Context: an optimization exercise on an open-source flow, tuned for small area and a short achievable clock period. The choices shown serve that exercise and are no tape-out recipe.
RTL that was checked went through simulation tests only; none was proved equivalent to the original.
Power figures rest on the tool's default switching activity, not on a simulated workload.

==> flow/design.v (excerpt) <==
module btb_top (
    input  logic        CLK,
    input  logic        RST,
    input  logic        lookup_en,
    input  logic [31:0] lookup_pc,
    output logic        pred_hit,
    output logic        pred_taken,
    output logic [31:0] pred_target,
    input  logic        update_en,
    input  logic [31:0] update_pc,
    input  logic        update_taken,
    input  logic [31:0] update_target,
    input  logic        update_mispredict,
    input  logic        flush_all,
    output logic [15:0] lookup_count,
    output logic [15:0] mispredict_count
);
==> module branch_target_predictor, before the edit <==
module branch_target_predictor #(
    parameter int ENTRIES = 16,
    parameter int CNT_W   = 2,
    parameter int STAT_W  = 32
) (
    input  logic              CLK,
    input  logic              RST,
    input  logic              lookup_en,
    input  logic [31:0]       lookup_pc,
    output logic              pred_hit,
    output logic              pred_taken,
    output logic [31:0]       pred_target,
    input  logic              update_en,
    input  logic [31:0]       update_pc,
    input  logic              update_taken,
    input  logic [31:0]       update_target,
    input  logic              update_mispredict,
    input  logic              flush_all,
    output logic [STAT_W-1:0] lookup_count,
    output logic [STAT_W-1:0] mispredict_count
);
    localparam int IDX_W = $clog2(ENTRIES);
    localparam int TAG_W = 32 - IDX_W - 2;
    localparam logic [CNT_W-1:0] CNT_WEAK = CNT_W'(1) << (CNT_W - 1);
    logic [ENTRIES-1:0] valid;
    logic [TAG_W-1:0]   tags    [ENTRIES];
    logic [31:0]        targets [ENTRIES];
    logic [CNT_W-1:0]   cnts    [ENTRIES];
    logic [IDX_W-1:0] lk_idx;
    logic [TAG_W-1:0] lk_tag;
    logic [IDX_W-1:0] up_idx;
    logic [TAG_W-1:0] up_tag;
    logic             up_hit;
    logic             up_act;
    assign lk_idx = lookup_pc[IDX_W+1:2];
    assign lk_tag = lookup_pc[31:IDX_W+2];
    assign up_idx = update_pc[IDX_W+1:2];
    assign up_tag = update_pc[31:IDX_W+2];
    logic [ENTRIES-1:0] lk_sel;
    always_comb begin
        pred_hit    = 1'b0;
        pred_taken  = 1'b0;
        pred_target = '0;
        for (int i = 0; i < ENTRIES; i++) begin
            lk_sel[i]   = (lk_idx == IDX_W'(i)) && valid[i] && (tags[i] == lk_tag);
            pred_hit    = pred_hit | lk_sel[i];
            pred_taken  = pred_taken | (lk_sel[i] & cnts[i][CNT_W-1]);
            pred_target = pred_target | ({32{lk_sel[i]}} & targets[i]);
        end
    end
    assign up_hit = valid[up_idx] && (tags[up_idx] == up_tag);
    assign up_act = update_en && !flush_all;
    always_ff @(posedge CLK or posedge RST) begin
        if (RST)
            valid <= '0;
        else if (flush_all)
            valid <= '0;
        else if (update_en && update_taken)
            valid[up_idx] <= 1'b1;
    end
    always_ff @(posedge CLK) begin
        if (up_act && update_taken) begin
            tags[up_idx]    <= up_tag;
            targets[up_idx] <= update_target;
        end
    end
    always_ff @(posedge CLK) begin
        if (up_act) begin
            if (up_hit) begin
                if (update_taken) begin
                    if (cnts[up_idx] != '1)
                        cnts[up_idx] <= cnts[up_idx] + CNT_W'(1);
                end else if (cnts[up_idx] != '0) begin
                    cnts[up_idx] <= cnts[up_idx] - CNT_W'(1);
                end
            end else if (update_taken) begin
                cnts[up_idx] <= CNT_WEAK;
            end
        end
    end
    always_ff @(posedge CLK or posedge RST) begin
        if (RST) begin
            lookup_count     <= '0;
            mispredict_count <= '0;
        end else begin
            if (lookup_en && (lookup_count != '1))
                lookup_count <= lookup_count + STAT_W'(1);
            if (update_en && update_mispredict && (mispredict_count != '1))
                mispredict_count <= mispredict_count + STAT_W'(1);
        end
    end
endmodule
export LEC_CHECK = 0
export CAP_MARGIN = 20
export CORE_MARGIN = 2
export CORE_UTILIZATION = 40
export SETUP_SLACK_MARGIN = 0.3
export SLEW_MARGIN = 20
create_clock -name core_clock -period 7.0 [get_ports {CLK}]
run.sh (not shown) runs the stock make flow with config.mk's settings and CLKGATE_MAP_FILE= SYNTH_SCRIPT=/design/flow/synth_recipe.tcl, a recipe that flattens the netlist after the stock synthesis.
The baseline ran to the end with no violations.
Next try:
--- a/flow/design.v
+++ b/flow/design.v
@@ -66,52 +66,42 @@
     logic [TAG_W-1:0] lk_tag;
     logic [IDX_W-1:0] up_idx;
     logic [TAG_W-1:0] up_tag;
     logic             up_hit;
-    logic             up_act;
     assign lk_idx = lookup_pc[IDX_W+1:2];
     assign lk_tag = lookup_pc[31:IDX_W+2];
     assign up_idx = update_pc[IDX_W+1:2];
     assign up_tag = update_pc[31:IDX_W+2];
-    logic [ENTRIES-1:0] lk_sel;
     always_comb begin
-        pred_hit    = 1'b0;
-        pred_taken  = 1'b0;
-        pred_target = '0;
-        for (int i = 0; i < ENTRIES; i++) begin
-            lk_sel[i]   = (lk_idx == IDX_W'(i)) && valid[i] && (tags[i] == lk_tag);
-            pred_hit    = pred_hit | lk_sel[i];
-            pred_taken  = pred_taken | (lk_sel[i] & cnts[i][CNT_W-1]);
-            pred_target = pred_target | ({32{lk_sel[i]}} & targets[i]);
-        end
+        pred_hit    = valid[lk_idx] && (tags[lk_idx] == lk_tag);
+        pred_taken  = pred_hit && cnts[lk_idx][CNT_W-1];
+        pred_target = pred_hit ? targets[lk_idx] : '0;
     end
     assign up_hit = valid[up_idx] && (tags[up_idx] == up_tag);
-    assign up_act = update_en && !flush_all;
     always_ff @(posedge CLK or posedge RST) begin
-        if (RST)
+        if (RST) begin
             valid <= '0;
-        else if (flush_all)
+            for (int unsigned i = 0; i < ENTRIES; i++) begin
+                tags[i]    <= '0;
+                targets[i] <= '0;
+                cnts[i]    <= '0;
+            end
+        end else if (flush_all) begin
             valid <= '0;
-        else if (update_en && update_taken)
-            valid[up_idx] <= 1'b1;
-    end
-    always_ff @(posedge CLK) begin
-        if (up_act && update_taken) begin
-            tags[up_idx]    <= up_tag;
-            targets[up_idx] <= update_target;
-        end
-    end
-    always_ff @(posedge CLK) begin
-        if (up_act) begin
+        end else if (update_en) begin
             if (up_hit) begin
                 if (update_taken) begin
                     if (cnts[up_idx] != '1)
                         cnts[up_idx] <= cnts[up_idx] + CNT_W'(1);
+                    targets[up_idx] <= update_target;
                 end else if (cnts[up_idx] != '0) begin
                     cnts[up_idx] <= cnts[up_idx] - CNT_W'(1);
                 end
             end else if (update_taken) begin
-                cnts[up_idx] <= CNT_WEAK;
+                valid[up_idx]   <= 1'b1;
+                tags[up_idx]    <= up_tag;
+                targets[up_idx] <= update_target;
+                cnts[up_idx]    <= CNT_WEAK;
             end
         end
     end
     always_ff @(posedge CLK or posedge RST) begin
Effect:
- register-to-register slack gets worse by 980 ps
- die area grows by about 13%
- non-clock buffer count grows by 110
- routed wire length grows by about 25%
- synthesized cell count grows by 50%
Only the layout flow was run in the first run of this note; the RTL was not checked for function there.

* * *

Starting RTL as in the previous note.
clock: 7.0 ns
lec_check: 0
cap_margin: 20
core_margin: 2
core_utilization: 55
setup_slack_margin: 2.0
slew_margin: 20
Next try:
--- a/flow/design.v
+++ b/flow/design.v
@@ -72,17 +72,21 @@
     assign lk_tag = lookup_pc[31:IDX_W+2];
     assign up_idx = update_pc[IDX_W+1:2];
     assign up_tag = update_pc[31:IDX_W+2];
-    logic [ENTRIES-1:0] lk_sel;
+    logic [ENTRIES-1:0] lk_dec;
+    logic [31:0]        rd_target;
+    logic               rd_cnt;
     always_comb begin
-        pred_hit    = 1'b0;
-        pred_taken  = 1'b0;
-        pred_target = '0;
+        pred_hit  = 1'b0;
+        rd_cnt    = 1'b0;
+        rd_target = '0;
         for (int i = 0; i < ENTRIES; i++) begin
-            lk_sel[i]   = (lk_idx == IDX_W'(i)) && valid[i] && (tags[i] == lk_tag);
-            pred_hit    = pred_hit | lk_sel[i];
-            pred_taken  = pred_taken | (lk_sel[i] & cnts[i][CNT_W-1]);
-            pred_target = pred_target | ({32{lk_sel[i]}} & targets[i]);
+            lk_dec[i] = (lk_idx == IDX_W'(i));
+            pred_hit  = pred_hit | (lk_dec[i] && valid[i] && (tags[i] == lk_tag));
+            rd_cnt    = rd_cnt | (lk_dec[i] & cnts[i][CNT_W-1]);
+            rd_target = rd_target | ({32{lk_dec[i]}} & targets[i]);
         end
+        pred_taken  = pred_hit & rd_cnt;
+        pred_target = {32{pred_hit}} & rd_target;
     end
     assign up_hit = valid[up_idx] && (tags[up_idx] == up_tag);
     assign up_act = update_en && !flush_all;
After rerunning:
- count of clock-buffer cells in the layout shrinks by 2
- worst setup slack loses 0.13 ns
- worst hold slack barely changes
- total power is lower by 1.9%
- synthesized cell count came out higher by 2.9%
- wire length goes down by 7.9%
- sequential cell count does not change
- design area goes down by 7.1%
No functional check of the RTL was part of any run of this note.

## what the ideal ports hide
Ports are ideal in the flow. The routed layouts listed here were re-timed in OpenROAD.
Step 1: set_driving_cell puts a clkbuf_16 on CLK and a buf_2 on each other input, an assumption about the parent block.
Step 2 also shifts input and output timing later by t, the mid clock arrival at the registers, as if the neighbouring blocks saw the same clock.
Slacks: ideal / step 1 / step 2; pairs: ideal / step 1.
| run | t (ns) | slack for setup (ns) | clock arrival spread, ns | slew at the worst register clock pin (ns) | worst data-port slew with drivers (ns) |
|---|---|---|---|---|---|
| the first run of note 1 | 0.753 | 0.331 / 0.308 / 0.308 | 0.041 / 0.040 | 0.06 / 0.06 | 0.14 |
| the second run of note 1 | 0.810 | 0.302 / 0.216 / -0.058 | 0.063 / 0.063 | 0.07 / 0.07 | 0.17 |
| the first run of note 2 | 0.736 | 1.615 / 1.559 / 1.341 | 0.040 / 0.041 | 0.07 / 0.07 | 0.15 |
| the second run of note 2 | 0.744 | 1.487 / 1.457 / 1.390 | 0.035 / 0.035 | 0.07 / 0.07 | 0.11 |
With both steps, setup timing fails in the second run of note 1, where it was met with ideal ports. For the second run of note 1, which loses most, drivers alone change the setup slack by -0.086 ns; drivers and shift together by -0.360 ns.
